This design comes from an exercise in tuning for small area, a short achievable clock period and few clock cycles on the open sky130 flow, not from production work. Where RTL was checked, it was by simulation tests only, not by an equivalence proof against the original. For runs 2 to 4, only the layout was checked, not whether the RTL still works. Power figures rest on the tool's default switching activity, not on a simulated workload.

==> flow/design.v <==
`timescale 1ns/1ps
`default_nettype none
package pcie_queue_pkg;
    localparam int DWORD_W       = 32;
    localparam int PCIE_ADDR_W   = 18;
    localparam int PAGE_LSB      = 12;
    localparam int LINE_LSB      = 6;
    localparam int REGS_PER_PAGE = 4;
    localparam int DEF_NB_QUEUES = 8;
    localparam int RB_BRAM_OFFSET = 512;
endpackage
`default_nettype wire
`timescale 1ns/1ps
`default_nettype none
module queue_rr_counter (
    input  logic       pcie_clk,
    input  logic       pcie_reset_n,
    input  logic [4:0] nb_queues,
    input  logic       advance,
    output logic [2:0] cur_queue,
    output logic [2:0] next_queue
);
    logic last_queue;
    assign last_queue = ({2'b00, next_queue} + 5'd1 >= nb_queues) || (next_queue == 3'd7);
    always_ff @(posedge pcie_clk) begin
        if (!pcie_reset_n) begin
            cur_queue  <= 3'd0;
            next_queue <= (nb_queues > 5'd1) ? 3'd1 : 3'd0;
        end else if (advance) begin
            cur_queue  <= next_queue;
            next_queue <= last_queue ? 3'd0 : next_queue + 3'd1;
        end
    end
endmodule
`default_nettype wire
`timescale 1ns/1ps
`default_nettype none
module queue_switch_fsm (
    input  logic        pcie_clk,
    input  logic        pcie_reset_n,
    input  logic [4:0]  nb_queues,
    input  logic        dma_done,
    output logic [2:0]  cur_queue,
    output logic [7:0]  cur_onehot,
    output logic [7:0]  view_onehot
);
    logic [2:0] next_queue;
    queue_rr_counter u_rr_counter (
        .pcie_clk     (pcie_clk),
        .pcie_reset_n (pcie_reset_n),
        .nb_queues    (nb_queues),
        .advance      (dma_done),
        .cur_queue    (cur_queue),
        .next_queue   (next_queue)
    );
    always_comb begin
        for (int q = 0; q < 8; q++) begin
            cur_onehot[q]  = (cur_queue == 3'(q));
            view_onehot[q] = dma_done ? (next_queue == 3'(q)) : (cur_queue == 3'(q));
        end
    end
endmodule
`default_nettype wire
`timescale 1ns/1ps
`default_nettype none
module queue_reg_file (
    input  logic           pcie_clk,
    input  logic           pcie_reset_n,
    input  logic [17:0]    pcie_address,
    input  logic           pcie_write,
    input  logic [511:0]   pcie_writedata,
    input  logic [63:0]    pcie_byteenable,
    input  logic           dma_done,
    input  logic [31:0]    new_tail,
    input  logic [7:0]     cur_onehot,
    input  logic [7:0]     view_onehot,
    input  logic [7:0]     rd_onehot,
    output logic [127:0]   rd_words,
    output logic [31:0]    active_tail,
    output logic [31:0]    active_head,
    output logic [63:0]    active_kmem_addr
);
    logic [31:0] regs  [8][4];
    logic [3:0]  valid [8];
    logic        wr_hit;
    logic [3:0]  we    [8];
    logic [3:0]  vsel  [8];
    logic [3:0]  rsel  [8];
    logic [127:0] view;
    assign wr_hit = pcie_write && (pcie_address[17:15] == 3'd0);
    always_comb begin
        for (int q = 0; q < 8; q++) begin
            we[q][0] = dma_done && cur_onehot[q];
            for (int j = 1; j < 4; j++) begin
                we[q][j] = wr_hit && (pcie_address[14:12] == 3'(q)) && (&pcie_byteenable[4*j +: 4]);
            end
        end
    end
    always_ff @(posedge pcie_clk) begin
        for (int q = 0; q < 8; q++) begin
            if (we[q][0]) regs[q][0] <= new_tail;
            for (int j = 1; j < 4; j++) begin
                if (we[q][j]) regs[q][j] <= pcie_writedata[32*j +: 32];
            end
        end
    end
    always_ff @(posedge pcie_clk) begin
        for (int q = 0; q < 8; q++) begin
            if (!pcie_reset_n) valid[q] <= 4'd0;
            else               valid[q] <= valid[q] | we[q];
        end
    end
    always_comb begin
        for (int q = 0; q < 8; q++) begin
            for (int j = 0; j < 4; j++) begin
                vsel[q][j] = view_onehot[q] && valid[q][j] && pcie_reset_n;
                rsel[q][j] = rd_onehot[q] && valid[q][j];
            end
        end
        view     = '0;
        rd_words = '0;
        for (int q = 0; q < 8; q++) begin
            for (int j = 0; j < 4; j++) begin
                view[32*j +: 32]     = view[32*j +: 32]     | (regs[q][j] & {32{vsel[q][j]}});
                rd_words[32*j +: 32] = rd_words[32*j +: 32] | (regs[q][j] & {32{rsel[q][j]}});
            end
        end
    end
    always_ff @(posedge pcie_clk) begin
        active_tail      <= view[31:0];
        active_head      <= view[63:32];
        active_kmem_addr <= view[127:64];
    end
endmodule
`default_nettype wire
`timescale 1ns/1ps
`default_nettype none
module pio_read_path (
    input  logic           pcie_clk,
    input  logic           pcie_reset_n,
    input  logic [17:0]    pcie_address,
    input  logic           pcie_read,
    input  logic [127:0]   rd_words,
    input  logic [511:0]   frb_readdata,
    input  logic           frb_readvalid,
    output logic [7:0]     rd_onehot,
    output logic           frb_read,
    output logic [11:0]    frb_address,
    output logic [511:0]   pcie_readdata,
    output logic           pcie_readdatavalid
);
    logic         reg_region;
    logic [2:0]   rd_page;
    logic         rd_r1;
    logic         rd_r2;
    logic [127:0] page_data;
    assign reg_region = (pcie_address[17:15] == 3'd0);
    assign frb_read    = pcie_read && !reg_region;
    assign frb_address = {pcie_address[17:15] - 3'd1, pcie_address[14:6]};
    always_ff @(posedge pcie_clk) begin
        rd_page <= pcie_address[14:12];
        if (!pcie_reset_n) begin
            rd_r1 <= 1'b0;
            rd_r2 <= 1'b0;
        end else begin
            rd_r1 <= pcie_read && reg_region;
            rd_r2 <= rd_r1;
        end
    end
    always_comb begin
        for (int q = 0; q < 8; q++) rd_onehot[q] = rd_r1 && (rd_page == 3'(q));
    end
    always_ff @(posedge pcie_clk) begin
        page_data <= rd_words;
    end
    always_ff @(posedge pcie_clk) begin
        if (!pcie_reset_n) pcie_readdatavalid <= 1'b0;
        else               pcie_readdatavalid <= rd_r2 || frb_readvalid;
        pcie_readdata[127:0]   <= page_data | (frb_readdata[127:0] & {128{!rd_r2}});
        pcie_readdata[511:128] <= frb_readdata[511:128] & {384{!rd_r2}};
    end
endmodule
`default_nettype wire
`timescale 1ns/1ps
`default_nettype none
module pcie_queue_top (
    input  logic           pcie_clk,
    input  logic           pcie_reset_n,
    input  logic [4:0]     nb_queues,
    input  logic [17:0]    pcie_address,
    input  logic           pcie_write,
    input  logic           pcie_read,
    input  logic [511:0]   pcie_writedata,
    input  logic [63:0]    pcie_byteenable,
    output logic [511:0]   pcie_readdata,
    output logic           pcie_readdatavalid,
    input  logic           dma_done,
    input  logic [31:0]    new_tail,
    output logic [2:0]     active_queue,
    output logic [31:0]    active_tail,
    output logic [31:0]    active_head,
    output logic [63:0]    active_kmem_addr,
    output logic           frb_read,
    output logic [11:0]    frb_address,
    input  logic [511:0]   frb_readdata,
    input  logic           frb_readvalid
);
    logic [7:0]   cur_onehot;
    logic [7:0]   view_onehot;
    logic [7:0]   rd_onehot;
    logic [127:0] rd_words;
    queue_switch_fsm u_switch_fsm (
        .pcie_clk     (pcie_clk),
        .pcie_reset_n (pcie_reset_n),
        .nb_queues    (nb_queues),
        .dma_done     (dma_done),
        .cur_queue    (active_queue),
        .cur_onehot   (cur_onehot),
        .view_onehot  (view_onehot)
    );
    queue_reg_file u_reg_file (
        .pcie_clk         (pcie_clk),
        .pcie_reset_n     (pcie_reset_n),
        .pcie_address     (pcie_address),
        .pcie_write       (pcie_write),
        .pcie_writedata   (pcie_writedata),
        .pcie_byteenable  (pcie_byteenable),
        .dma_done         (dma_done),
        .new_tail         (new_tail),
        .cur_onehot       (cur_onehot),
        .view_onehot      (view_onehot),
        .rd_onehot        (rd_onehot),
        .rd_words         (rd_words),
        .active_tail      (active_tail),
        .active_head      (active_head),
        .active_kmem_addr (active_kmem_addr)
    );
    pio_read_path u_read_path (
        .pcie_clk           (pcie_clk),
        .pcie_reset_n       (pcie_reset_n),
        .pcie_address       (pcie_address),
        .pcie_read          (pcie_read),
        .rd_words           (rd_words),
        .frb_readdata       (frb_readdata),
        .frb_readvalid      (frb_readvalid),
        .rd_onehot          (rd_onehot),
        .frb_read           (frb_read),
        .frb_address        (frb_address),
        .pcie_readdata      (pcie_readdata),
        .pcie_readdatavalid (pcie_readdatavalid)
    );
endmodule
`default_nettype wire
==> flow/run.sh <==
#!/bin/bash
# synth_recipe.tcl (not shown) runs the flow's synth.tcl, then flattens the netlist and writes it again
# the make line also repeats each setting of config.mk as NAME=value (left out here)
make -C /OpenROAD-flow-scripts/flow DESIGN_CONFIG=/design/flow/config.mk WORK_HOME=/design/flow/orfs CLKGATE_MAP_FILE= SYNTH_SCRIPT=/design/flow/synth_recipe.tcl finish
==> flow/config.mk <==
export PLATFORM = sky130hd
export DESIGN_NAME = pcie_queue_top
export DESIGN_NICKNAME = pcie_queue_top
export VERILOG_FILES = /design/flow/design.v
export SDC_FILE = /design/flow/constraint.sdc
export NUM_CORES = 4
export LEC_CHECK = 0
export CAP_MARGIN = 20
export CORE_AREA = 10 10 650 650
export DIE_AREA = 0 0 660 660
export SLEW_MARGIN = 20
==> flow/constraint.sdc <==
create_clock -name core_clock -period 5.0 [get_ports {pcie_clk}]
set_input_delay 1.0000 -clock core_clock [delete_from_list [all_inputs] [get_ports {pcie_clk}]]
set_output_delay 1.0000 -clock core_clock [all_outputs]
set_load 0.01 [all_outputs]
==> metrics.md, run 1 <==
| Metric | Value |
|---|---|
| Status | no timing/DRC/antenna violations |
| Reg clk slew, reported paths | 0.06 ns |
| Row cnt | 234 |
| Crit Path Max Fanout | 18 |
| Post-synth EDFFs | 1027 |
| Final setup vio count | 0 |
| Post-Synth Adder-Cell Area | 0.002228 |
| Die Span Y | 660 um |
| Fin. max-slew vios | 0 |
| Hold Vio Cnt, Final | 0 |
| Asr flop ratio synth | 0 |
| Die X | 660 um |
| RSZ-0062 raised after global routing | false |
| Clock Tree Buf Depth | 4 |
| CP required | 5.64 ns |
| Largest family of logic cells by synthesized area | compound AO/OA/AOI/OAI gates |
| Detailed Routing Iterations Pass 1 | 8 |
| WL final | 383.6 mm |
| Layout net count | 7681 |
| Area after DPL | 0.08788 mm^2 |
| First-pass GRT wire length | 492.6 mm |
| Resize count post-CTS | 0 |
| Sw Share | 0.2348 |
| Area of the multi-input gates | 0.01867 mm^2 |
| Post-Syn Instances | about 5200 |
| CP endpoint kind | register |
| Post-route ant nets | 0 |
| Global-route total usage across every layer | 0.1655 |
| Pint | 0.02698 W |
| Core footprint | slightly above 0.4 mm^2 |
| Port buffer count | 1319 |
| Multiplexer share of the synthesized area | 0.0004457 |
| Setup TNS | 0 ns |
| Leak pwr | between 30 and 40 nW |
| XOR/XNOR share of the synthesized area | 0.0001300 |
| Worst slew pin tran | 1.218 ns |
| Fillers | 42890 |
| Synth cell types | 55 |
| Leading cell type by number of instances after synthesis | edfxtp_1 |
| Tmin final | about 3.6 ns |
| Max_cap viols | 0 |
| DR DRC count | 0 |
| Worst-Skew Late Latency | 0.94 ns |
| Post-Syn Nets | 6407 |
| Mapped cell area | about 0.067 mm^2 |
| Clk_skew | roughly 0.12 ns |
| Relative slew slack | 0.1883 |
| Syn avg cell area | between 10 and 15 um^2 |
| Worst Hold Class | register to register |
| Yosys warns | 9 |
| Synth Area in Compound Gates | 0.1359 |
| H-tree depth | 4 |
| Yosys reg bits | 1836 |
| Sw power | ~0.0083 W |
| Final Instance Area | 0.09556 mm^2 |
| Full die area | about 0.44 mm^2 |
| Synth top area share | 0.4577 |
| Routed WL per cell | 31.28 um |
| # Post-CTS Setup Buffers | 0 |
| Post-DP HPWL | 278.1 mm |
| Vias in the first global route | 50790 |
| DRT iter0 DRCs | 7329 |
| Gpl congestion | 0.9132 |
| # IOs | 1806 |
| Reg area | roughly 0.047 mm^2 |
| Inserted Clock Buffers | roughly 220 |
| TritonCTS clock tree | yes |
| Grt ovf | 0 |
| Initial core utilization | 0.1654 |
| Startpoint types | register |
| Syn-to-layout area delta | 41.83% |
| Hold_buf cts | 0 |
| Fmax | ~280 MHz |
| Clock sink count | 1836 |
| WS Path Type | register to register |
| Average vias per placed instance | 4.410 |
| Seq/Total Area, Yosys | 0.6981 |
| Final worst-path cycle share | 0.7260 |
| Clk pwr share | 0.467 |
| Synth area leader | edfxtp_1 |
| Synth Flop Type | edfxtp_1 |
| Synth Area in Simple Gates | 0.1311 |
| Top post-synthesis cells by count | edfxtp_1 (1027), dfxtp_1 (809), nand3_1 (548), a21oi_1 (406), nor2b_1 (386) |
| Initial antenna violation count | ~180 |
| Clk root buf | clkbuf_16 |
| Total vias in the final route | 54080 |
| Largest net degree at the start of global routing | 126 |
| Layout cells sized above 1 | 0.09620 |
| Worst EP arrival | 4.27 ns |
| Synth area leaders | edfxtp_1 (46%), dfxtp_1 (24%), a22oi_1 (4.1%), nand3_1 (4.1%), nor2b_1 (3.6%) |
| PwrDens | 368.9 mW/mm^2 |
| Combinational power share | 0.068 |
| VDD IR max | 0.2762 mV |
| Flop pwr share | 0.465 |
cells by family (layout without fill, tap and decap cells):
family	Yosys count	count (layout)
other	0	132
and+or+nand+nor	1604	1604
AOI/OAI and AO/OA	1286	1286
buffers and inverters	504	1963
adders and majority gates	12	12
xor gates and xnor gates	1	1
muxes	3	3
DFF	1836	1836
layout make-up:
cell class,count,share of cell area
Multi-Input combinational cell,2906,0.1953
Clock inverter,108,0.01341
Sequential cell,1836,0.4924
Tap cell,5428,0.07107
Antenna cell,132,0.003457
Timing Repair Buffer,1514,0.1590
Clock buffer,295,0.06344
Inverter,46,0.001859
path summary, 6_finish.rpt:
check | start | endpoint | slack, ns | cells past startpoint
worst max-delay path | u_read_path.rd_page[2]$_DFF_P_ | u_read_path.page_data[2]$_DFF_P_ | 1.37 | 5
worst min-delay path | u_read_path.page_data[18]$_DFF_P_ | u_read_path.pcie_readdata[18]$_DFF_P_ | 0.38 | 1
worst max register to register | u_read_path.rd_page[2]$_DFF_P_ | u_read_path.page_data[2]$_DFF_P_ | 1.37 | 5
worst min register to register | u_read_path.page_data[18]$_DFF_P_ | u_read_path.pcie_readdata[18]$_DFF_P_ | 0.38 | 1
metrics by stage:
step / cells / setup WS (ns) / hold slack, ns / power (W) / util
after detailed placement: 11730 / 0.9071 / 0.3890 / 0.01915 / 0.2158
after floorplan: 5246 / 0.9294 / 0.3819 / 0.01727 / -
after CTS: 12130 / 1.371 / 0.3783 / 0.03574 / 0.2338
final: 12270 / 1.370 / 0.3831 / 0.03526 / 0.2346
after global placement: 11730 / 0.9347 / 0.3875 / 0.01914 / 0.2158
after global routing: 12220 / 1.172 / 0.3975 / 0.03637 / 0.2344
placed cells by master, fill, tap and decap left out, types with 132 or more instances in the layout:
master and n:
clkbuf_16 221, dfxtp_1 798, a22oi_1 368, diode_2 132, a2111oi_0 192, clkdlybuf4s50_1 1318, nand3_1 546, buf_4 153
nor2b_1 386, edfxtp_1 1027, a21oi_1 392, and3_1 285, nand2_1 193
state kept, by name, summed over array words and instances (netlist names), 3 cells and up:
| signal | count |
|---|---|
| u_reg_file.regs | 1024 |
| u_switch_fsm.u_rr_counter.next_queue | 3 |
| u_read_path.rd_page | 3 |
| u_read_path.page_data | 128 |
| u_read_path.pcie_readdata | 512 |
| u_reg_file.active_head | 32 |
| u_switch_fsm.u_rr_counter.cur_queue | 3 |
| u_reg_file.active_kmem_addr | 64 |
| u_reg_file.active_tail | 32 |
| u_reg_file.valid | 32 |
power groups by stage:
| stage | registers, W | logic, W | clock network [W] |
|---|---|---|---|
| finish | 0.0164 | 0.00238 | 0.0165 |
| global route | 0.0164 | 0.00248 | 0.0175 |
| CTS | 0.0164 | 0.00244 | 0.0169 |
| detailed placement | 0.0167 | 0.00242 | 0 |
| global placement | 0.0167 | 0.00241 | 0 |
| floorplan | 0.0168 | 0.000465 | 0 |
worst max-delay path, cell delays in order, from the launching register on:
cell and delay (ns):
dfxtp_1 0.69, and4b_2 0.75, and2_1 0.67, buf_4 0.41, a22oi_1 0.14, nand3_1 0.67
routing by layer:
layer,vias up,GRT usage,part of all wire
met5,-,0,0.0020
met4,112,0.07291,0.055
met3,835,0.04868,0.10
met2,3755,0.3020,0.51
met1,26650,0.1760,0.33
li1,22730,-,-
Testbench counts, summed over its fixed seeds: cycles 3,208.
==> inputs of run 2 (changes only) <==
--- a/flow/design.v
+++ b/flow/design.v
@@ -117,20 +117,36 @@
                 rsel[q][j] = rd_onehot[q] && valid[q][j];
             end
         end
-        view     = '0;
-        rd_words = '0;
-        for (int q = 0; q < 8; q++) begin
-            for (int j = 0; j < 4; j++) begin
-                view[32*j +: 32]     = view[32*j +: 32]     | (regs[q][j] & {32{vsel[q][j]}});
-                rd_words[32*j +: 32] = rd_words[32*j +: 32] | (regs[q][j] & {32{rsel[q][j]}});
-            end
-        end
+    end
+    for (genvar j = 0; j < 4; j++) begin : g_dword
+        onehot_mux8 u_view_mux (
+            .d0 (regs[0][j]), .d1 (regs[1][j]), .d2 (regs[2][j]), .d3 (regs[3][j]),
+            .d4 (regs[4][j]), .d5 (regs[5][j]), .d6 (regs[6][j]), .d7 (regs[7][j]),
+            .sel ({vsel[7][j], vsel[6][j], vsel[5][j], vsel[4][j],
+                   vsel[3][j], vsel[2][j], vsel[1][j], vsel[0][j]}),
+            .y   (view[32*j +: 32])
+        );
+        onehot_mux8 u_read_mux (
+            .d0 (regs[0][j]), .d1 (regs[1][j]), .d2 (regs[2][j]), .d3 (regs[3][j]),
+            .d4 (regs[4][j]), .d5 (regs[5][j]), .d6 (regs[6][j]), .d7 (regs[7][j]),
+            .sel ({rsel[7][j], rsel[6][j], rsel[5][j], rsel[4][j],
+                   rsel[3][j], rsel[2][j], rsel[1][j], rsel[0][j]}),
+            .y   (rd_words[32*j +: 32])
+        );
     end
     always_ff @(posedge pcie_clk) begin
         active_tail      <= view[31:0];
         active_head      <= view[63:32];
         active_kmem_addr <= view[127:64];
     end
+endmodule
+module onehot_mux8 (
+    input  logic [31:0] d0, d1, d2, d3, d4, d5, d6, d7,
+    input  logic [7:0]  sel,
+    output logic [31:0] y
+);
+    assign y = (d0 & {32{sel[0]}}) | (d1 & {32{sel[1]}}) | (d2 & {32{sel[2]}}) | (d3 & {32{sel[3]}})
+             | (d4 & {32{sel[4]}}) | (d5 & {32{sel[5]}}) | (d6 & {32{sel[6]}}) | (d7 & {32{sel[7]}});
 endmodule
 `default_nettype wire
 `timescale 1ns/1ps
--- a/flow/config.mk
+++ b/flow/config.mk
@@ -6,6 +6,7 @@
 export NUM_CORES = 4
 export LEC_CHECK = 0
 export CAP_MARGIN = 20
-export CORE_AREA = 10 10 650 650
-export DIE_AREA = 0 0 660 660
+export CORE_AREA = 10 10 410 410
+export DIE_AREA = 0 0 420 420
 export SLEW_MARGIN = 20
+export SYNTH_HIERARCHICAL = 1
==> run 2 against run 1 <==
Effect of this change: the flow now stops in 3_2_place_iop; synthesized area decreased by 6.0%; synthesized cell count decreased by 21%.
==> metrics.md, run 2 <==
| Metric | Value |
|---|---|
| Synth cell types | 42 (-24%) |
| Post-synth EDFFs | 1027 (unchanged) |
| Err | [ERROR PPL-0024] Number of IO pins (1806) exceeds maximum number of available positions (1520). Increase the die perimeter from 1680.00um to 2456.16um. |
| Synth Flop Type | edfxtp_1 |
| Top post-synthesis cells by count | edfxtp_1 (1027), a22oi_1 (1024), dfxtp_1 (809), nor2b_1 (386), nand4_1 (259) |
| Post-Syn Instances | 4162 (-21%) |
| Mapped cell area | 0.06333 mm^2 (-6.0%) |
| Initial core utilization | 0.3989 (+0.2335) |
| Synth area leader | edfxtp_1 |
| Row cnt | 146 (-38%) |
| Seq/Total Area, Yosys | 0.7427 (+0.04460) |
| Die Span Y | 420 um (-36%) |
| Syn avg cell area | 15.22 um^2 (+18%) |
| Status | aborted with a tool error |
| Leading cell type by number of instances after synthesis | edfxtp_1 |
| Stage reached | 3_2_place_iop |
| Post-Syn Nets | 5319 (-17%) |
| Synth top area share | 0.4870 (+0.02925) |
| Synth area leaders | edfxtp_1 (49%), dfxtp_1 (26%), a22oi_1 (12%), nor2b_1 (3.8%), nand4_1 (2.6%) |
| Die X | 420 um (-36%) |
| Yosys reg bits | 1836 (unchanged) |
| Yosys warns | 20 (+11) |
| Asr flop ratio synth | 0 (unchanged) |
[run 2: changes by cell type after synthesis, moves of 187 or more]
cell / previous run / this run
a21oi_1: 406 / 1
clkbuf_1: 327 / 19
a22oi_1: 368 / 1024
and3_1: 285 / 33
a2111oi_0: 192 / 0
nand3_1: 548 / 1
nand4_1: 72 / 259
[run 2: cells by family after synthesis]
| logic type | synth area share |
|---|---|
| xor gates and xnor gates | 0.0001383 |
| AOI/OAI and AO/OA | 0.1450 |
| adders and majority gates | 0.001581 |
| DFF | 0.7427 |
| buffers and inverters | 0.02851 |
| and+or+nand+nor | 0.08156 |
| muxes | 0.0004742 |
[run 2: per-module statistics from Yosys (local to each module, per instance), a selection]
module,cells,cell area [um^2],times used,flops+latches
queue_reg_file,1371,35390,1,1184
pio_read_path,1249,16820,1,646
onehot_mux8,184,1319,8,0
queue_rr_counter,40,405.4,1,6
queue_switch_fsm,30,165.2,1,0
==> inputs of run 3 (changes only) <==
--- a/flow/config.mk
+++ b/flow/config.mk
@@ -6,7 +6,7 @@
 export NUM_CORES = 4
 export LEC_CHECK = 0
 export CAP_MARGIN = 20
-export CORE_AREA = 10 10 410 410
-export DIE_AREA = 0 0 420 420
+export CORE_AREA = 100 100 520 520
+export DIE_AREA = 0 0 620 620
 export SLEW_MARGIN = 20
 export SYNTH_HIERARCHICAL = 1
==> run 3 against run 2 <==
Effect of this change: now clean on timing, DRC and antenna; synthesized area stayed put; synthesized cell count is the same.
==> metrics.md, run 3 <==
| Metric | Value |
|---|---|
| Global-route total usage across every layer | 0.1807 |
| Detailed Routing Iterations Pass 1 | 8 |
| Worst-Skew Late Latency | a little over 0.8 ns |
| Area after DPL | 0.07887 mm^2 |
| Final Util | 0.4868 |
| Fmax | 274.3 MHz |
| Layout net count | 6667 |
| DR DRC count | 0 |
| Top reg by flops | u_reg_file.regs |
| Synth area leader | edfxtp_1 |
| H-tree depth | 4 |
| Non-filler cells in the finished layout | about 8100 |
| Die Span Y | 620 um (+48%) |
| Fillers | approximately 15000 |
| DRT iter0 DRCs | 4879 |
| # Post-CTS Setup Buffers | 0 |
| # IOs | approximately 1800 |
| Startpoint types | input pin |
| Initial core utilization | 0.3604 (-0.03856) |
| Total vias in the final route | around 46000 |
| Port buffer count | approximately 1300 |
| Core footprint | 0.1757 mm^2 |
| Crit Path Max Fanout | 10 |
| Post-DP HPWL | 320.2 mm |
| Worst EP arrival | 2.65 ns |
| VDD IR max | 0.2792 mV |
| Worst slew pin tran | 1.205 ns |
| Die X | 620 um (+48%) |
| Sequence of cells on the critical path | clkdlybuf4s50_1 > clkdlybuf4s50_1 |
| CP endpoint kind | primary output |
| Largest register FFs | 1024 |
| Worst Hold Class | register to register |
| Post-route ant nets | 0 |
| Syn avg cell area | 15.22 um^2 (unchanged) |
| Grt ovf | 0 |
| Dpl cells | 7656 |
| Clk root buf | clkbuf_16 |
| PwrDens | just under 400 mW/mm^2 |
| Synth area leaders | edfxtp_1 (49%), dfxtp_1 (26%), a22oi_1 (12%), nor2b_1 (3.8%), nand4_1 (2.6%) |
| WP buf/inv | 2 |
| Clk_skew | 0.04299 ns |
| Syn-to-layout area delta | 35.09% |
| Top post-synthesis cells by count | edfxtp_1 (1027), a22oi_1 (1024), dfxtp_1 (809), nor2b_1 (386), nand4_1 (259) |
| Max stage delay on crit path | between 0.8 and 0.9 ns |
| WL final | 401.4 mm |
| Routed WL per cell | 49.57 um |
| Post-Syn Instances | 4162 (unchanged) |
| Asr flop ratio synth | 0 (unchanged) |
| Crit path max-delay family | buffers and inverters |
| Leading cell type by number of instances after synthesis | edfxtp_1 |
| TritonCTS clock tree | yes |
| Hold Vio Cnt, Final | 0 |
| Full die area | 0.3844 mm^2 |
| Hold_buf cts | 0 |
| WS Path Type | input pin to primary output |
| Average vias per placed instance | 5.700 |
| Synth cell types | 42 (unchanged) |
| Layout cells sized above 1 | 0.08577 |
| Vias in the first global route | 43090 |
| First-pass GRT wire length | 489.9 mm |
| Most common cell after layout, fill and taps aside | clkdlybuf4s50_1 |
| Final setup vio count | 0 |
| Tmin final | 3.645 ns |
| RSZ-0062 raised after global routing | false |
| Reg clk slew, reported paths | 0.06 ns |
| Clock Tree Buf Depth | 3 |
| Yosys warns | 20 (unchanged) |
| Synth top area share | 0.4870 (unchanged) |
| Yosys reg bits | 1836 (unchanged) |
| Resize count post-CTS | 0 |
| Status | no timing/DRC/antenna violations |
| Row cnt | 154 (+5.5%) |
| Mapped cell area | 0.06333 mm^2 (unchanged) |
| Inserted Clock Buffers | 192 |
| Post-Syn Nets | 5319 (unchanged) |
| Commonest non-fill, non-tap cells in the layout | clkdlybuf4s50_1 (1317), edfxtp_1 (1027), a22oi_1 (1024), dfxtp_1 (808), nor2b_1 (386) |
| Final worst-path cycle share | 0.7291 |
| Initial antenna violation count | approximately 430 |
| Slowest stage cell, crit path | clkdlybuf4s50_1 |
| CP required | 4.00 ns |
| Max_cap viols | 0 |
| Leak pwr | 29.78 nW |
| Most frequent CP cell | clkdlybuf4s50_1 |
| Largest net degree at the start of global routing | 192 |
| Synth Flop Type | edfxtp_1 |
| Largest registers | u_reg_file.regs: 1024 flops, u_read_path.pcie_readdata: 512 flops, u_read_path.page_data: 128 flops |
| Fin. max-slew vios | 0 |
| Clock sink count | 1836 |
| Seq/Total Area, Yosys | 0.7427 (unchanged) |
| Relative slew slack | 0.1942 |
| Final Instance Area | 0.08555 mm^2 |
| Gpl congestion | 0.9010 |
| Post-synth EDFFs | 1027 (unchanged) |
-- run 3: worst register-to-register path, delay by kind of cell (launching register included) --
kind	cells	cell delay, ns
AO/OA/AOI/OAI	2	1.23
flip-flops	1	0.55
AND/OR/NAND/NOR	2	0.86
buffers and inverters	1	0.41
-- run 3: where the power goes --
| group | internal, W | leakage, nW | switching (W) |
|---|---|---|---|
| Sequential | 0.0163 | 16.0 | 0.000111 |
| Combinational | 0.00104 | 10.6 | 0.00115 |
| Clock | 0.00849 | 3.18 | 0.00590 |
-- run 3: final cells by class --
| type | count | area, um^2 | area share |
|---|---|---|---|
| sequential | 1836 | 47040 | 0.5498 |
| inverter | 13 | 53.80 | 0.0006289 |
| timing repair buffer | 1434 | 14130 | 0.1652 |
| tap | 2340 | 2928 | 0.03422 |
| clock inverter | 57 | 590.6 | 0.006903 |
| multi-input combinational | 2033 | 14720 | 0.1721 |
| antenna | 81 | 202.7 | 0.002369 |
| clock buffer | 305 | 5887 | 0.06881 |
-- run 3: per-module statistics from Yosys, one instance, submodules excluded, excerpt --
module	flops+latches	copies in the design	cells inside	cell area, um^2
onehot_mux8	0	8	184	1319
pio_read_path	646	1	1249	16820
queue_reg_file	1184	1	1371	35390
queue_rr_counter	6	1	40	405.4
queue_switch_fsm	0	1	30	165.2
-- run 3: layer usage --
layer / wire length, um / share of wire / GRT usage / vias up
met5: 1621 / 0.0040 / 0 / -
met4: 16280 / 0.041 / 0.06897 / 234
met3: 43350 / 0.11 / 0.08258 / 1035
met2: 217700 / 0.54 / 0.3428 / 2786
met1: 122500 / 0.31 / 0.1616 / 22900
li1: - / - / - / 19210
-- run 3: cells by family (layout without fill, tap and decap cells) --
kind of cell | count (synthesis) | after routing | share of synthesized area
buffers and inverters | 293 | 1809 | 0.02851
adders and majority gates | 8 | 8 | 0.001581
xor gates and xnor gates | 1 | 1 | 0.0001383
other | 0 | 81 | 0
DFF | 1836 | 1836 | 0.7427
muxes | 3 | 3 | 0.0004742
AOI/OAI and AO/OA | 1200 | 1200 | 0.1450
and+or+nand+nor | 821 | 821 | 0.08156
-- run 3: path summary, 6_finish.rpt --
kind                                                                         from                               endpoint  slack, ns  depth (start not counted)
worst min register to register                  u_read_path.page_data[30]$_DFF_P_  u_read_path.pcie_readdata[30]$_DFF_P_       0.39                          1
worst max register to register  u_switch_fsm.u_rr_counter.next_queue[0]$_DFFE_PP_      u_reg_file.active_head[1]$_DFF_P_       1.87                          5
worst max-delay path                                             pcie_address[13]                         frb_address[7]       1.35                          2
worst min-delay path                            u_read_path.page_data[30]$_DFF_P_  u_read_path.pcie_readdata[30]$_DFF_P_       0.39                          1
-- run 3: per-stage QoR --
step | setup WS (ns) | setup TNS (ns) | total power, W | hold slack [ns]
2_1_floorplan | -0.4247 | -54.36 | 0.01713 | 0.3819
3_3_place_gp | 0.8597 | 0 | 0.01895 | 0.3863
3_5_place_dp | 0.8224 | 0 | 0.01898 | 0.3880
4_1_cts | 1.315 | 0 | 0.03338 | 0.3934
5_1_grt | 1.311 | 0 | 0.03401 | 0.4118
6_report | 1.355 | 0 | 0.03295 | 0.3939
==> inputs of run 4 (changes only) <==
--- a/flow/config.mk
+++ b/flow/config.mk
@@ -8,5 +8,6 @@
 export CAP_MARGIN = 20
 export CORE_AREA = 100 100 520 520
 export DIE_AREA = 0 0 620 620
+export SETUP_SLACK_MARGIN = 2.5
 export SLEW_MARGIN = 20
 export SYNTH_HIERARCHICAL = 1
==> run 4 against run 3 <==
Effect of this change: first-iteration DRC count up 7.7%; non-clock buffer count fell by 1; clock-buffer cell count shrank 16; worst hold slack better by 0.0065 ns; flip-flop and latch count unchanged; maximum frequency is 41% higher; die area is the same; sequential power is essentially flat; synthesized area unchanged; critical path type unchanged; largest power group unchanged.
==> metrics.md, run 4 <==
| Metric | Value |
|---|---|
| Largest registers | u_reg_file.regs: 1024 flops, u_read_path.pcie_readdata: 512 flops, u_read_path.page_data: 128 flops |
| Mapped cell area | 0.06333 mm^2 (unchanged) |
| VDD IR max | 0.2646 mV (-5.2%) |
| CP endpoint kind | primary output |
| Clk pwr share | 0.438 (about the same) |
| Die Span Y | 620 um (unchanged) |
| Post-Syn Nets | 5319 (unchanged) |
| Die X | 620 um (unchanged) |
| Gpl congestion | 0.8884 (-1.4%) |
| Detailed Routing Iterations Pass 1 | 8 (unchanged) |
| TritonCTS clock tree | yes |
| PwrDens | 393.3 mW/mm^2 (+2.1%) |
| Clock Tree Buf Depth | 3 (unchanged) |
| Worst slew pin tran | 0.9945 ns (-0.2105 ns) |
| Max stage delay on crit path | 0.16 ns (-0.71 ns) |
| Syn-to-layout area delta | 31.79% |
| Grt ovf | 0 (unchanged) |
| Largest net degree at the start of global routing | 202 (+5.2%) |
| Asr flop ratio synth | 0 (unchanged) |
| First-pass GRT wire length | 496.8 mm (+1.4%) |
| Global-route total usage across every layer | 0.1830 (+0.002295) |
| Hold Vio Cnt, Final | 0 (unchanged) |
| Post-DP HPWL | 316.9 mm (-1.0%) |
| Relative slew slack | 0.3370 (+0.1428) |
| Clk root buf | clkbuf_16 |
| Total vias in the final route | 46620 (+0.98%) |
| Crit path max-delay family | buffers and inverters |
| Vias in the first global route | 43240 (+0.35%) |
| DR DRC count | 0 (unchanged) |
| Fin. max-slew vios | 0 (unchanged) |
| Yosys warns | 20 (unchanged) |
| DRT iter0 DRCs | 5257 (+7.7%) |
| Full die area | 0.3844 mm^2 (unchanged) |
| Post-synth EDFFs | 1027 (unchanged) |
| Layout net count | 6665 (-0.030%) |
| Max_cap viols | 0 (unchanged) |
| Critical path depth in cells | 5 (+3) |
| Sw power | 0.007229 W (+0.92%) |
| Worst R2R End | u_read_path.page_data[33]$_DFF_P_ |
| Top post-synthesis cells by count | edfxtp_1 (1027), a22oi_1 (1024), dfxtp_1 (809), nor2b_1 (386), nand4_1 (259) |
| Layout cells sized above 1 | 0.2051 (+0.1193) |
| Synth area leader | edfxtp_1 |
| Synth cell types | 42 (unchanged) |
| WP buf/inv | 3 (+1) |
| Inserted Clock Buffers | 190 (-1.0%) |
| # IOs | 1806 (unchanged) |
| Post-route ant nets | 0 (unchanged) |
| Combinational power share | 0.063 (-0.003) |
| Crit Path Max Fanout | 3 (-7) |
| CP required | 4.00 ns (about the same) |
| Clock sink count | 1836 (unchanged) |
| Yosys reg bits | 1836 (unchanged) |
| Largest register FFs | 1024 (unchanged) |
| Non-filler cells in the finished layout | 8107 (+0.099%) |
| Reg2Reg Launch Point | u_read_path.rd_r1$_SDFF_PN0_ |
| Synth top area share | 0.4870 (unchanged) |
| Commonest non-fill, non-tap cells in the layout | edfxtp_1 (1027), a22oi_1 (1024), dfxtp_1 (801), clkdlybuf4s50_1 (658), buf_2 (428) |
| WS Path Type | input pin to primary output |
| Leak pwr | 30.32 nW (+1.8%) |
| Final worst-path cycle share | 0.5165 (-0.2126) |
| Synth Flop Type | edfxtp_1 |
| Crit path to | frb_address[11] |
| Critical path origin | pcie_address[15] |
| Dpl cells | 7647 (-0.12%) |
| Port buffer count | 1319 (unchanged) |
| Worst Hold Class | register to register |
| Flop pwr share | 0.499 (+0.002) |
| Tmin final | 2.582 ns (-1.063 ns) |
| Worst EP arrival | 1.58 ns (-1.07 ns) |
| Pint | 0.02560 W (-0.72%) |
| Core footprint | 0.1757 mm^2 (unchanged) |
| Sw Share | 0.2202 (+0.002788) |
| Startpoint types | input pin |
| Sequence of cells on the critical path | buf_12 > clkinv_8 > ha_4 > xor2_1 > buf_4 |
| Slowest stage cell, crit path | buf_4 |
| Fin Hold WS | 0.4005 ns (+0.006541 ns) |
| R2R depth | 6 (+1) |
| WL final | 406.8 mm (+1.3%) |
| Clk_skew | 0.04587 ns (+0.002882 ns) |
| Synth area leaders | edfxtp_1 (49%), dfxtp_1 (26%), a22oi_1 (12%), nor2b_1 (3.8%), nand4_1 (2.6%) |
| Initial antenna violation count | 412 (-3.5%) |
| Leading cell type by number of instances after synthesis | edfxtp_1 |
| Top reg by flops | u_reg_file.regs |
| H-tree depth | 4 (unchanged) |
| Reg clk slew, reported paths | 0.06 ns (about the same) |
| Initial core utilization | 0.3604 (unchanged) |
| Seq/Total Area, Yosys | 0.7427 (unchanged) |
| Syn avg cell area | 15.22 um^2 (unchanged) |
| Worst-Skew Late Latency | 0.83 ns (about the same) |
| RSZ-0062 raised after global routing | true |
| Fmax | 387.2 MHz (+41%) |
| Average vias per placed instance | 5.750 (+0.88%) |
| Row cnt | 154 (unchanged) |
| Status | no timing/DRC/antenna violations |
| Flop-to-flop setup slack | 2.55 ns (+0.68 ns) |
| Setup TNS | 0 ns (unchanged) |
| Final Util | 0.4749 (-0.01189) |
| Post-Syn Instances | 4162 (unchanged) |
| Final Total Pwr | 0.03283 W (-0.36%) |
| Routed WL per cell | 50.18 um (+1.2%) |
| Final setup vio count | 0 (unchanged) |
| Most common cell after layout, fill and taps aside | edfxtp_1 |
-- run 4: area by class of cell --
class                   instances  area (um^2)
fillers                     15620        92270
flip-flops and latches       1836        47060
multi-input cells            2034        14850
repair buffers               1433        11890
clock buffers                 289         5638
well taps                    2340         2928
clock inverters                70        794.5
diodes                         92        230.2
inverters                      13        78.83
-- run 4: timing repair --
action | CTS | global route
gates cloned | 1 | 0
resized for setup | 3339 | 27
endpoints found under the setup margin | 1686 | 175
setup buffers | 4 | 4
hold buffers | 0 | 0
pin swaps | 3 | 1
-- run 4: stage by stage --
stage	worst slack, ns	area (um^2)
after global routing	2.394	83370
after CTS	2.366	83160
after global placement	1.087	78770
after detailed placement	1.045	78770
final	2.418	83460
after floorplan	1.595	63590
-- run 4: worst min path at each step --
stage,cells past startpoint,end,start
after floorplan,1,u_read_path.pcie_readdata[0]$_DFF_P_,u_read_path.page_data[0]$_DFF_P_
after global placement,1,u_read_path.pcie_readdata[116]$_DFF_P_,u_read_path.page_data[116]$_DFF_P_
after detailed placement,1,u_read_path.pcie_readdata[26]$_DFF_P_,u_read_path.page_data[26]$_DFF_P_
after CTS,1,u_read_path.rd_page[1]$_DFF_P_,pcie_address[13]
after global routing,1,u_read_path.rd_page[1]$_DFF_P_,pcie_address[13]
final,1,u_read_path.pcie_readdata[10]$_DFF_P_,u_read_path.page_data[10]$_DFF_P_
-- run 4: cells by family (layout without fill, tap and decap cells) --
family                     count (synthesis)  after routing  synth area share
DFF                                     1836           1836            0.7427
AOI/OAI and AO/OA                       1200           1200            0.1450
and+or+nand+nor                          821            822           0.08156
buffers and inverters                    293           1805           0.02851
adders and majority gates                  8              8          0.001581
muxes                                      3              3         0.0004742
xor gates and xnor gates                   1              1         0.0001383
other                                      0             92                 0
-- run 4: worst reg2reg max path: cells and delay by family, from the launching register on --
kind,cells,cell delay [ns]
flops,1,0.40
compound gates,1,0.20
simple gates,4,1.18
buf+inv,1,0.49
-- run 4: modules after synthesis (local to each module, per instance), a selection --
| module | area (um^2) | flip-flops and latches | cells inside |
|---|---|---|---|
| queue_rr_counter | 405.4 | 6 | 40 |
| onehot_mux8 | 1319 | 0 | 184 |
| queue_reg_file | 35390 | 1184 | 1371 |
| queue_switch_fsm | 165.2 | 0 | 30 |
| pio_read_path | 16820 | 646 | 1249 |
-- run 4: power by group through the flow --
stage          registers (W)  clock network, W  logic (W)
2_1_floorplan         0.0168                 0   0.000325
3_3_place_gp          0.0167                 0    0.00228
3_5_place_dp          0.0167                 0    0.00230
4_1_cts               0.0164            0.0147    0.00216
5_1_grt               0.0164            0.0153    0.00219
6_report              0.0164            0.0144    0.00206
-- run 4: per-layer routing --
layer / track usage / routed length [um] / vias to the layer above
li1: - / - / 19210
met1: 0.1673 / 125800 / 23260
met2: 0.3291 / 210500 / 2912
met3: 0.08848 / 46740 / 1023
met4: 0.09161 / 22410 / 208
met5: 0 / 1454 / -
==> inputs of run 5 (changes only) <==
--- a/flow/design.v
+++ b/flow/design.v
@@ -171,8 +171,11 @@
     logic         rd_r2;
     logic [127:0] page_data;
     assign reg_region = (pcie_address[17:15] == 3'd0);
-    assign frb_read    = pcie_read && !reg_region;
-    assign frb_address = {pcie_address[17:15] - 3'd1, pcie_address[14:6]};
+    assign frb_read         = pcie_read && (pcie_address[17] || pcie_address[16] || pcie_address[15]);
+    assign frb_address[8:0] = pcie_address[14:6];
+    assign frb_address[9]   = !pcie_address[15];
+    assign frb_address[10]  = !(pcie_address[16] ^ pcie_address[15]);
+    assign frb_address[11]  = pcie_address[17] && (pcie_address[16] || pcie_address[15]);
     always_ff @(posedge pcie_clk) begin
         rd_page <= pcie_address[14:12];
         if (!pcie_reset_n) begin
==> flow/flow/run.sh (new file) <==
#!/bin/bash
# Standard ORFS layout, with the port buffers made of the smallest buffer cell
# (every input and output port still gets its own buffer).
set -euo pipefail
cd "$(dirname "$0")/.."
bash standard.sh "BUFFER_PORTS_ARGS=-buffer_cell sky130_fd_sc_hd__buf_1" finish > make_finish.log 2>&1
==> flow/standard.sh (new file) <==
#!/bin/bash
# synth_recipe.tcl (not shown) runs the flow's synth.tcl, then flattens the netlist and writes it again
# the make line also repeats each setting of config.mk as NAME=value (left out here)
make -C /OpenROAD-flow-scripts/flow DESIGN_CONFIG=/design/flow/config.mk WORK_HOME=/design/flow/orfs CLKGATE_MAP_FILE= SYNTH_SCRIPT=/design/flow/synth_recipe.tcl "${@:-finish}"
removed: flow/run.sh
==> run 5 against run 4 <==
Effect of this change: synthesized cell count is essentially flat; sequential share of layout area rose by 3.5 points; synthesized area about the same; power fell by 2.3%; largest cell class unchanged; clock-buffer cell count is 9 lower; critical path type unchanged; combinational power shrank 19%; design area is 5.9% lower; utilization decreased by 2.8 points; global-route usage shrank 0.53 points; cell count about the same; worst hold slack got worse by 0.044 ns; die area unchanged.
==> metrics.md, run 5 <==
| Metric | Value |
|---|---|
| Status | no timing/DRC/antenna violations |
| Flop-to-flop setup slack | 2.50 ns (-0.05 ns) |
| Flop pwr share | 0.511 (+0.012) |
| Startpoint types | input pin |
| DR DRC count | 0 (unchanged) |
| Synth area leaders | edfxtp_1 (49%), dfxtp_1 (26%), a22oi_1 (12%), nor2b_1 (3.8%), nand4_1 (2.6%) |
| VDD IR max | 0.2866 mV (+8.3%) |
| Syn-to-layout area delta | 24.08% |
| Largest register FFs | 1024 (unchanged) |
| PwrDens | 408.2 mW/mm^2 (+3.8%) |
| Global-route total usage across every layer | 0.1777 (-0.005278) |
| Yosys reg bits | 1836 (unchanged) |
| Relative slew slack | 0.2212 (-0.1158) |
| Clock Tree Buf Depth | 3 (unchanged) |
| Largest registers | u_reg_file.regs: 1024 flops, u_read_path.pcie_readdata: 512 flops, u_read_path.page_data: 128 flops |
| Sw power | 0.007222 W (about the same) |
| Leak pwr | 28.34 nW (-6.5%) |
| Die X | 620 um (unchanged) |
| Initial antenna violation count | 427 (+3.6%) |
| Layout cells sized above 1 | 0.2039 (-0.001194) |
| Max_cap viols | 0 (unchanged) |
| Post-DP HPWL | 311.2 mm (-1.8%) |
| Clk pwr share | 0.437 (about the same) |
| Seq/Total Area, Yosys | 0.7429 (about the same) |
| Vias in the first global route | 43610 (+0.85%) |
| Worst-Skew Late Latency | 0.83 ns (about the same) |
| Post-route ant nets | 0 (unchanged) |
| Tmin final | 2.552 ns (-0.03021 ns) |
| Fillers | 15840 (+1.4%) |
| Mapped cell area | 0.06331 mm^2 (about the same) |
| Most common cell after layout, fill and taps aside | edfxtp_1 |
| Clk_skew | 0.04517 ns (-0.0007033 ns) |
| Post-Syn Nets | 5316 (-0.056%) |
| Final Util | 0.4471 (-0.02789) |
| Max stage delay on crit path | 0.30 ns (+0.14 ns) |
| TritonCTS clock tree | yes |
| Initial core utilization | 0.3603 (about the same) |
| Core footprint | 0.1757 mm^2 (unchanged) |
| First-pass GRT wire length | 484.2 mm (-2.5%) |
| Final setup vio count | 0 (unchanged) |
| CP endpoint kind | primary output |
| WS Path Type | input pin to primary output |
| Reg clk slew, reported paths | 0.06 ns (about the same) |
| Combinational power share | 0.052 (-0.011) |
| Final worst-path cycle share | 0.5105 (-0.006042) |
| Non-filler cells in the finished layout | 8114 (+0.086%) |
| RSZ-0062 raised after global routing | true |
| Sequence of cells on the critical path | buf_8 > o31a_1 > buf_6 |
| Sw Share | 0.2252 (+0.004985) |
| Fin. max-slew vios | 0 (unchanged) |
| # IOs | 1806 (unchanged) |
| Reg area | 0.04708 mm^2 (about the same) |
| Hold Vio Cnt, Final | 0 (unchanged) |
| Routed WL per cell | 48.69 um (-3.0%) |
| Port buffer count | 1319 (unchanged) |
| Total vias in the final route | 46470 (-0.31%) |
| Hold_buf cts | 0 (unchanged) |
| Synth top area share | 0.4871 (about the same) |
| Synth area leader | edfxtp_1 |
| Slowest stage cell, crit path | o31a_1 |
| Syn avg cell area | 15.22 um^2 (about the same) |
| Detailed Routing Iterations Pass 1 | 7 (-1) |
| Synth cell types | 41 (-2.4%) |
| Worst EP arrival | 1.55 ns (-0.03 ns) |
| Asr flop ratio synth | 0 (unchanged) |
| Top reg by flops | u_reg_file.regs |
| Final Total Pwr | 0.03207 W (-2.3%) |
| Area of the multi-input gates | 0.01481 mm^2 (-0.30%) |
| Worst Hold Class | input pin to register |
| Synth Flop Type | edfxtp_1 |
| Post-Syn Instances | 4160 (-0.048%) |
| Fmax | 391.8 MHz (+1.2%) |
| Commonest non-fill, non-tap cells in the layout | edfxtp_1 (1027), a22oi_1 (1024), dfxtp_1 (797), buf_1 (678), buf_2 (462) |
| Leading cell type by number of instances after synthesis | edfxtp_1 |
| Top post-synthesis cells by count | edfxtp_1 (1027), a22oi_1 (1024), dfxtp_1 (809), nor2b_1 (387), nand4_1 (259) |
| Row cnt | 154 (unchanged) |
| Grt ovf | 0 (unchanged) |
| CP required | 4.00 ns (about the same) |
| Full die area | 0.3844 mm^2 (unchanged) |
| Post-synth EDFFs | 1027 (unchanged) |
| Yosys warns | 20 (unchanged) |
| H-tree depth | 4 (unchanged) |
| Gpl congestion | 0.9124 (+2.7%) |
| Inserted Clock Buffers | 187 (-1.6%) |
| Worst slew pin tran | 1.168 ns (+0.1737 ns) |
| Layout net count | 6661 (-0.060%) |
| Pint | 0.02485 W (-2.9%) |
| Clock sink count | 1836 (unchanged) |
| DRT iter0 DRCs | 5068 (-3.6%) |
| Clk root buf | clkbuf_16 |
| Average vias per placed instance | 5.727 (-0.40%) |
| Setup TNS | 0 ns (unchanged) |
| Dpl cells | 7655 (+0.10%) |
| Crit Path Max Fanout | 3 (unchanged) |
| Largest net degree at the start of global routing | 229 (+13%) |
| Die Span Y | 620 um (unchanged) |
| WL final | 395.1 mm (-2.9%) |
[run 5: cell types whose count changed in the layout (fill, tap and decap cells not counted), sizes merged, moves of 2 or more]
cell / change
dlygate4sd2: -2
clkinv: +4
clkbuf: -13
clkdlybuf4s18: -9
clkinvlp: +4
diode: +13
buf: +747
clkdlybuf4s50: -658
bufinv: -7
clkdlybuf4s15: -71
[run 5: cell type report]
class                      count  share of cell area
multi-input combinational   2032              0.1885
clock inverter                73            0.008664
antenna                      105            0.003345
clock buffer                 280             0.07113
timing repair buffer        1436             0.09121
sequential                  1836              0.5992
tap                         2340             0.03727
inverter                      12           0.0007008
[run 5: per-module statistics from Yosys, one instance, submodules excluded, a selection]
| module | flops+latches | cell area [um^2] | times used |
|---|---|---|---|
| queue_reg_file | 1184 | 35390 | 1 |
| pio_read_path | 646 | 16800 | 1 |
| onehot_mux8 | 0 | 1319 | 8 |
| queue_rr_counter | 6 | 405.4 | 1 |
| queue_switch_fsm | 0 | 165.2 | 1 |
[run 5: worst paths after layout]
path | from | endpoint | cells past startpoint
setup reg to reg | u_read_path.rd_page[2]$_DFF_P_ | u_read_path.page_data[42]$_DFF_P_ | 6
hold reg to reg | u_read_path.page_data[80]$_DFF_P_ | u_read_path.pcie_readdata[80]$_DFF_P_ | 1
setup / recovery | pcie_address[16] | frb_read | 3
hold / removal | frb_readvalid | u_read_path.pcie_readdatavalid$_SDFF_PN0_ | 2
[run 5: through the flow]
stage | worst slack, ns | instance area [um^2] | hold slack (ns)
finish | 2.448 | 78560 | 0.3567
CTS | 2.262 | 78270 | 0.2616
floorplan | 1.595 | 63580 | 0.3819
global placement | 1.238 | 70580 | 0.3870
detailed placement | 1.136 | 70580 | 0.3879
global route | 2.441 | 78440 | 0.3080
[run 5: repair_timing]
| action | in CTS | in global routing |
|---|---|---|
| pin swaps | 1 | 2 |
| buffers inserted | 0 | 1 |
| setup endpoints to repair | 1431 | 158 |
| resized for setup | 915 | 12 |
[run 5: power by group through the flow]
stage / logic (W) / registers (W) / clock network [W]
3_5_place_dp: 0.00163 / 0.0167 / 0
3_3_place_gp: 0.00162 / 0.0167 / 0
2_1_floorplan: 0.000324 / 0.0168 / 0
5_1_grt: 0.00180 / 0.0164 / 0.0149
4_1_cts: 0.00177 / 0.0164 / 0.0143
6_report: 0.00167 / 0.0164 / 0.0140
[run 5: logic make-up (layout without fill, tap and decap cells)]
kind of cell	count (synthesis)	in the layout	share of synthesized area
DFF	1836	1836	0.7429
other	0	105	0
AOI/OAI and AO/OA	1200	1200	0.1451
muxes	3	3	0.0004743
adders and majority gates	7	7	0.001383
and+or+nand+nor	822	822	0.08170
buffers and inverters	292	1801	0.02846
[run 5: layer usage]
| metal | vias to the layer above | share of wire | global-route usage |
|---|---|---|---|
| met5 | - | 0.0036 | 0 |
| met4 | 210 | 0.053 | 0.09044 |
| met3 | 1029 | 0.11 | 0.08114 |
| met2 | 3039 | 0.53 | 0.3263 |
| met1 | 22980 | 0.30 | 0.1592 |
| li1 | 19220 | - | - |
[run 5: critical path, delay by kind of cell]
kind,cells,cell delay [ns]
buf+inv,2,0.25
compound gates,1,0.30
Testbench counts of run 5, summed over its fixed seeds: cycles 3,208.
==> inputs of run 6 (changes only) <==
--- a/flow/design.v
+++ b/flow/design.v
@@ -145,8 +145,25 @@
     input  logic [7:0]  sel,
     output logic [31:0] y
 );
-    assign y = (d0 & {32{sel[0]}}) | (d1 & {32{sel[1]}}) | (d2 & {32{sel[2]}}) | (d3 & {32{sel[3]}})
-             | (d4 & {32{sel[4]}}) | (d5 & {32{sel[5]}}) | (d6 & {32{sel[6]}}) | (d7 & {32{sel[7]}});
+    logic [31:0] n0, n1, n2;
+    aoi_sel3 u_g0 (.d0(d0), .d1(d1), .d2(d2), .s(sel[2:0]), .y_n(n0));
+    aoi_sel3 u_g1 (.d0(d3), .d1(d4), .d2(d5), .s(sel[5:3]), .y_n(n1));
+    aoi_sel2 u_g2 (.d0(d6), .d1(d7), .s(sel[7:6]), .y_n(n2));
+    assign y = ~(n0 & n1 & n2);
+endmodule
+module aoi_sel3 (
+    input  logic [31:0] d0, d1, d2,
+    input  logic [2:0]  s,
+    output logic [31:0] y_n
+);
+    assign y_n = ~((d0 & {32{s[0]}}) | (d1 & {32{s[1]}}) | (d2 & {32{s[2]}}));
+endmodule
+module aoi_sel2 (
+    input  logic [31:0] d0, d1,
+    input  logic [1:0]  s,
+    output logic [31:0] y_n
+);
+    assign y_n = ~((d0 & {32{s[0]}}) | (d1 & {32{s[1]}}));
 endmodule
 `default_nettype wire
 `timescale 1ns/1ps
--- a/flow/config.mk
+++ b/flow/config.mk
@@ -7,6 +7,8 @@
 export LEC_CHECK = 0
 export CAP_MARGIN = 20
 export CORE_AREA = 100 100 520 520
+export CTS_CLUSTER_DIAMETER = 80
+export CTS_CLUSTER_SIZE = 30
 export DIE_AREA = 0 0 620 620
 export SETUP_SLACK_MARGIN = 2.5
 export SLEW_MARGIN = 20
==> run 6 against run 5 <==
Effect of this change: still clean on timing, DRC and antenna; clock-buffer cell count shrank 165; utilization is 2.4 points lower; flip-flop and latch count stayed put; register-to-register slack better by 0.06 ns; sequential power is essentially flat; critical endpoint unchanged; largest cell class unchanged.
==> metrics.md, run 6 <==
| Metric | Value |
|---|---|
| DRT iter0 DRCs | 6678 (+32%) |
| Reg clk slew, reported paths | 0.11 ns (+0.05 ns) |
| Worst-Skew Late Latency | 0.77 ns (-0.06 ns) |
| Crit Path Max Fanout | 4 (+1) |
| Setup TNS | 0 ns (unchanged) |
| Synth top area share | 0.4911 (+0.003959) |
| Average vias per placed instance | 5.834 (+1.9%) |
| Initial core utilization | 0.3574 (-0.002905) |
| CP endpoint kind | primary output |
| Post-synth EDFFs | 1027 (unchanged) |
| Synth area leaders | edfxtp_1 (49%), dfxtp_1 (26%), a222oi_1 (8.2%), nor2b_1 (3.9%), a22oi_1 (3.1%) |
| Clk root buf | clkbuf_16 |
| Crit path max-delay family | compound AO/OA/AOI/OAI gates |
| Die Span Y | 620 um (unchanged) |
| WP buf/inv | 2 (unchanged) |
| Tmin final | 2.557 ns (+0.004940 ns) |
| Top reg by flops | u_reg_file.regs |
| Most common cell after layout, fill and taps aside | edfxtp_1 |
| Layout net count | 6307 (-5.3%) |
| Post-DP HPWL | 305.1 mm (-2.0%) |
| WL final | 385.9 mm (-2.3%) |
| Routed WL per cell | 50.36 um (+3.4%) |
| Flop pwr share | 0.589 (+0.078) |
| Initial antenna violation count | 408 (-4.4%) |
| Reg2Reg Launch Point | u_read_path.rd_r1$_SDFF_PN0_ |
| Worst slew pin tran | 1.156 ns (-0.01177 ns) |
| R2R depth | 7 (+1) |
| Yosys warns | 20 (unchanged) |
| Gpl congestion | 0.8997 (-1.4%) |
| Detailed Routing Iterations Pass 1 | 10 (+3) |
| Worst EP arrival | 1.56 ns (about the same) |
| VDD IR max | 0.2890 mV (+0.83%) |
| Non-filler cells in the finished layout | 7664 (-5.5%) |
| Crit path to | frb_read |
| Fin. max-slew vios | 0 (unchanged) |
| Leak pwr | 26.71 nW (-5.7%) |
| Largest register FFs | 1024 (unchanged) |
| H-tree depth | 3 (-1) |
| Fillers | 16250 (+2.6%) |
| TritonCTS clock tree | yes |
| Layout cells sized above 1 | 0.1519 (-0.05202) |
| Final setup vio count | 0 (unchanged) |
| Syn-to-layout area delta | 18.38% |
| Max stage delay on crit path | 0.30 ns (about the same) |
| Clock sink count | 1836 (unchanged) |
| Largest registers | u_reg_file.regs: 1024 flops, u_read_path.pcie_readdata: 512 flops, u_read_path.page_data: 128 flops |
| Grt ovf | 0 (unchanged) |
| RSZ-0062 raised after global routing | true |
| Relative slew slack | 0.2290 (+0.007844) |
| Row cnt | 154 (unchanged) |
| Yosys reg bits | 1836 (unchanged) |
| DR DRC count | 0 (unchanged) |
| Largest net degree at the start of global routing | 146 (-36%) |
| Worst R2R End | u_read_path.page_data[124]$_DFF_P_ |
| Pint | 0.02094 W (-16%) |
| Leading cell type by number of instances after synthesis | edfxtp_1 |
| Global-route total usage across every layer | 0.1728 (-0.004897) |
| Total vias in the final route | 44710 (-3.8%) |
| Critical path depth in cells | 3 (unchanged) |
| Sequence of cells on the critical path | buf_12 > o31a_1 > buf_6 |
| Asr flop ratio synth | 0 (unchanged) |
| Hold Vio Cnt, Final | 0 (unchanged) |
| Inserted Clock Buffers | 95 (-49%) |
| Syn avg cell area | 16.09 um^2 (+5.7%) |
| Startpoint types | input pin |
| Combinational power share | 0.059 (+0.007) |
| First-pass GRT wire length | 470.0 mm (-2.9%) |
| Post-route ant nets | 0 (unchanged) |
| Top post-synthesis cells by count | edfxtp_1 (1027), dfxtp_1 (809), a222oi_1 (512), nor2b_1 (387), nand3_1 (257) |
| Flop-to-flop setup slack | 2.56 ns (+0.06 ns) |
| Status | no timing/DRC/antenna violations |
| Synth area leader | edfxtp_1 |
| Max_cap viols | 0 (unchanged) |
| Final worst-path cycle share | 0.5114 (+0.0009880) |
| Slowest stage cell, crit path | o31a_1 |
| Vias in the first global route | 41240 (-5.4%) |
| CP required | 4.00 ns (about the same) |
| Full die area | 0.3844 mm^2 (unchanged) |
| Post-Syn Nets | 5060 (-4.8%) |
| Sw Share | 0.2453 (+0.02007) |
| Core footprint | 0.1757 mm^2 (unchanged) |
| Clock Tree Buf Depth | 3 (unchanged) |
| Synth Flop Type | edfxtp_1 |
| Synth cell types | 42 (+2.4%) |
| Seq/Total Area, Yosys | 0.7489 (+0.006039) |
| WS Path Type | input pin to primary output |
| Sw power | 0.006806 W (-5.8%) |
| Critical path origin | pcie_address[15] |
| Mapped cell area | 0.06280 mm^2 (-0.81%) |
| Port buffer count | 1319 (unchanged) |
| PwrDens | 373.2 mW/mm^2 (-8.6%) |
| Post-Syn Instances | 3904 (-6.2%) |
| Dpl cells | 7389 (-3.5%) |
| Fmax | 391.1 MHz (-0.19%) |
| Clk pwr share | 0.352 (-0.085) |
| # IOs | 1806 (unchanged) |
| Clk_skew | 0.04776 ns (+0.002589 ns) |
| Die X | 620 um (unchanged) |
| Worst Hold Class | input pin to register |
| Commonest non-fill, non-tap cells in the layout | edfxtp_1 (1027), buf_1 (903), dfxtp_1 (799), a222oi_1 (512), nor2b_1 (386) |
run 6: cell type report:
class,instances,area [um^2],share of cell area
diodes,90,225.2,0.003029
clock buffers,115,2577,0.03467
clock inverters,65,1022,0.01375
inverters,12,55.05,0.0007405
multi-input cells,1777,13870,0.1866
flip-flops and latches,1836,47060,0.6329
well taps,2340,2928,0.03938
repair buffers,1429,6611,0.08892
run 6: how the worst min path moves through the flow:
stage	from	endpoint	slack, ns	cells past startpoint
after floorplan	u_read_path.page_data[0]$_DFF_P_	u_read_path.pcie_readdata[0]$_DFF_P_	0.38	1
after global placement	u_read_path.page_data[18]$_DFF_P_	u_read_path.pcie_readdata[18]$_DFF_P_	0.39	1
after detailed placement	u_read_path.page_data[24]$_DFF_P_	u_read_path.pcie_readdata[24]$_DFF_P_	0.39	1
after CTS	frb_readdata[15]	u_read_path.pcie_readdata[15]$_DFF_P_	0.31	2
after global routing	frb_readdata[2]	u_read_path.pcie_readdata[2]$_DFF_P_	0.37	2
final	frb_readdata[11]	u_read_path.pcie_readdata[11]$_DFF_P_	0.41	2
run 6: through the flow:
stage / util / total power [W] / area [um^2] / hold slack [ns] / worst slack [ns]
final: 0.4231 / 0.02775 / 74350 / 0.4098 / 2.443
after global routing: 0.4225 / 0.02865 / 74250 / 0.3730 / 2.443
after CTS: 0.4211 / 0.02804 / 74010 / 0.3136 / 2.274
after detailed placement: 0.3958 / 0.01833 / 69550 / 0.3913 / 1.329
after global placement: 0.3958 / 0.01830 / 69550 / 0.3853 / 1.385
after floorplan: - / 0.01714 / 63070 / 0.3819 / 1.595
run 6: cells by family (layout without fill, tap and decap cells):
kind of cell | after synthesis | after routing | share of synthesized area
buffers and inverters | 292 | 1621 | 0.03586
multiplexers | 3 | 3 | 0.0004782
AND/OR/NAND/NOR | 822 | 823 | 0.07726
flip-flops | 1836 | 1836 | 0.7489
adder cells (fa/ha/maj) | 7 | 7 | 0.001395
other | 0 | 90 | 0
AO/OA/AOI/OAI | 944 | 944 | 0.1361
run 6: power by group through the flow:
stage	registers (W)	clock network, W	logic (W)
finish	0.0163	0.00977	0.00163
global route	0.0164	0.0105	0.00175
CTS	0.0163	0.00998	0.00172
detailed placement	0.0167	0	0.00164
global placement	0.0167	0	0.00162
floorplan	0.0168	0	0.000326
run 6: timing repair:
action	CTS	global route
pin swaps	3	2
cloned	0	1
hold buffers	0	0
buffers inserted	1	3
resized for setup	595	30
setup endpoints to repair	1145	565
run 6: Yosys stat by module (local to each module, per instance), a selection:
module,flip-flops and latches,times used,cell area [um^2]
queue_reg_file,1184,1,35390
queue_rr_counter,6,1,405.4
onehot_mux8,0,8,160.2
aoi_sel2,0,8,289.0
pio_read_path,646,1,16800
aoi_sel3,0,16,402.9
queue_switch_fsm,0,1,165.2
run 6: per-layer routing:
layer / GRT usage / vias to the layer above / share of wire
met5: 0 / - / 0.0032
met4: 0.08302 / 190 / 0.051
met3: 0.07062 / 904 / 0.11
met2: 0.3198 / 2990 / 0.53
li1: - / 18410 / -
met1: 0.1593 / 22230 / 0.31
Testbench counts of run 6, summed over its fixed seeds: cycles 3,208.

==> separate check: timing with driven ports <==
How much do the figures lean on ideal ports? The routed layouts below were timed once more, with nothing changed but the port constraints. Step 1: set_driving_cell puts a clkbuf_16 on pcie_clk and a buf_2 on each other input, an assumption about the parent block. Step 2 times the ports against the registers' clock, not the clock port: input delays grow and output delays shrink by t, the midpoint of the rising clock arrivals with the driver on. Three values: ideal ports, drivers, drivers and shift; two values: the first two.
run	t, ns	slack for setup (ns)	worst data-port slew with drivers (ns)
run 1	0.964	1.370 / 1.370 / 0.823	0.47
run 3	0.896	1.355 / 1.271 / 0.605	0.43
run 4	0.891	2.418 / 2.305 / 1.538	0.39
run 5	0.918	2.448 / 2.348 / 1.606	0.32
run 6	0.866	2.443 / 2.340 / 1.641	0.35
After both steps setup and hold are still met in every run listed. The setup slack of run 4, which loses most, moves by -0.113 ns with the drivers and by -0.880 ns with both steps.
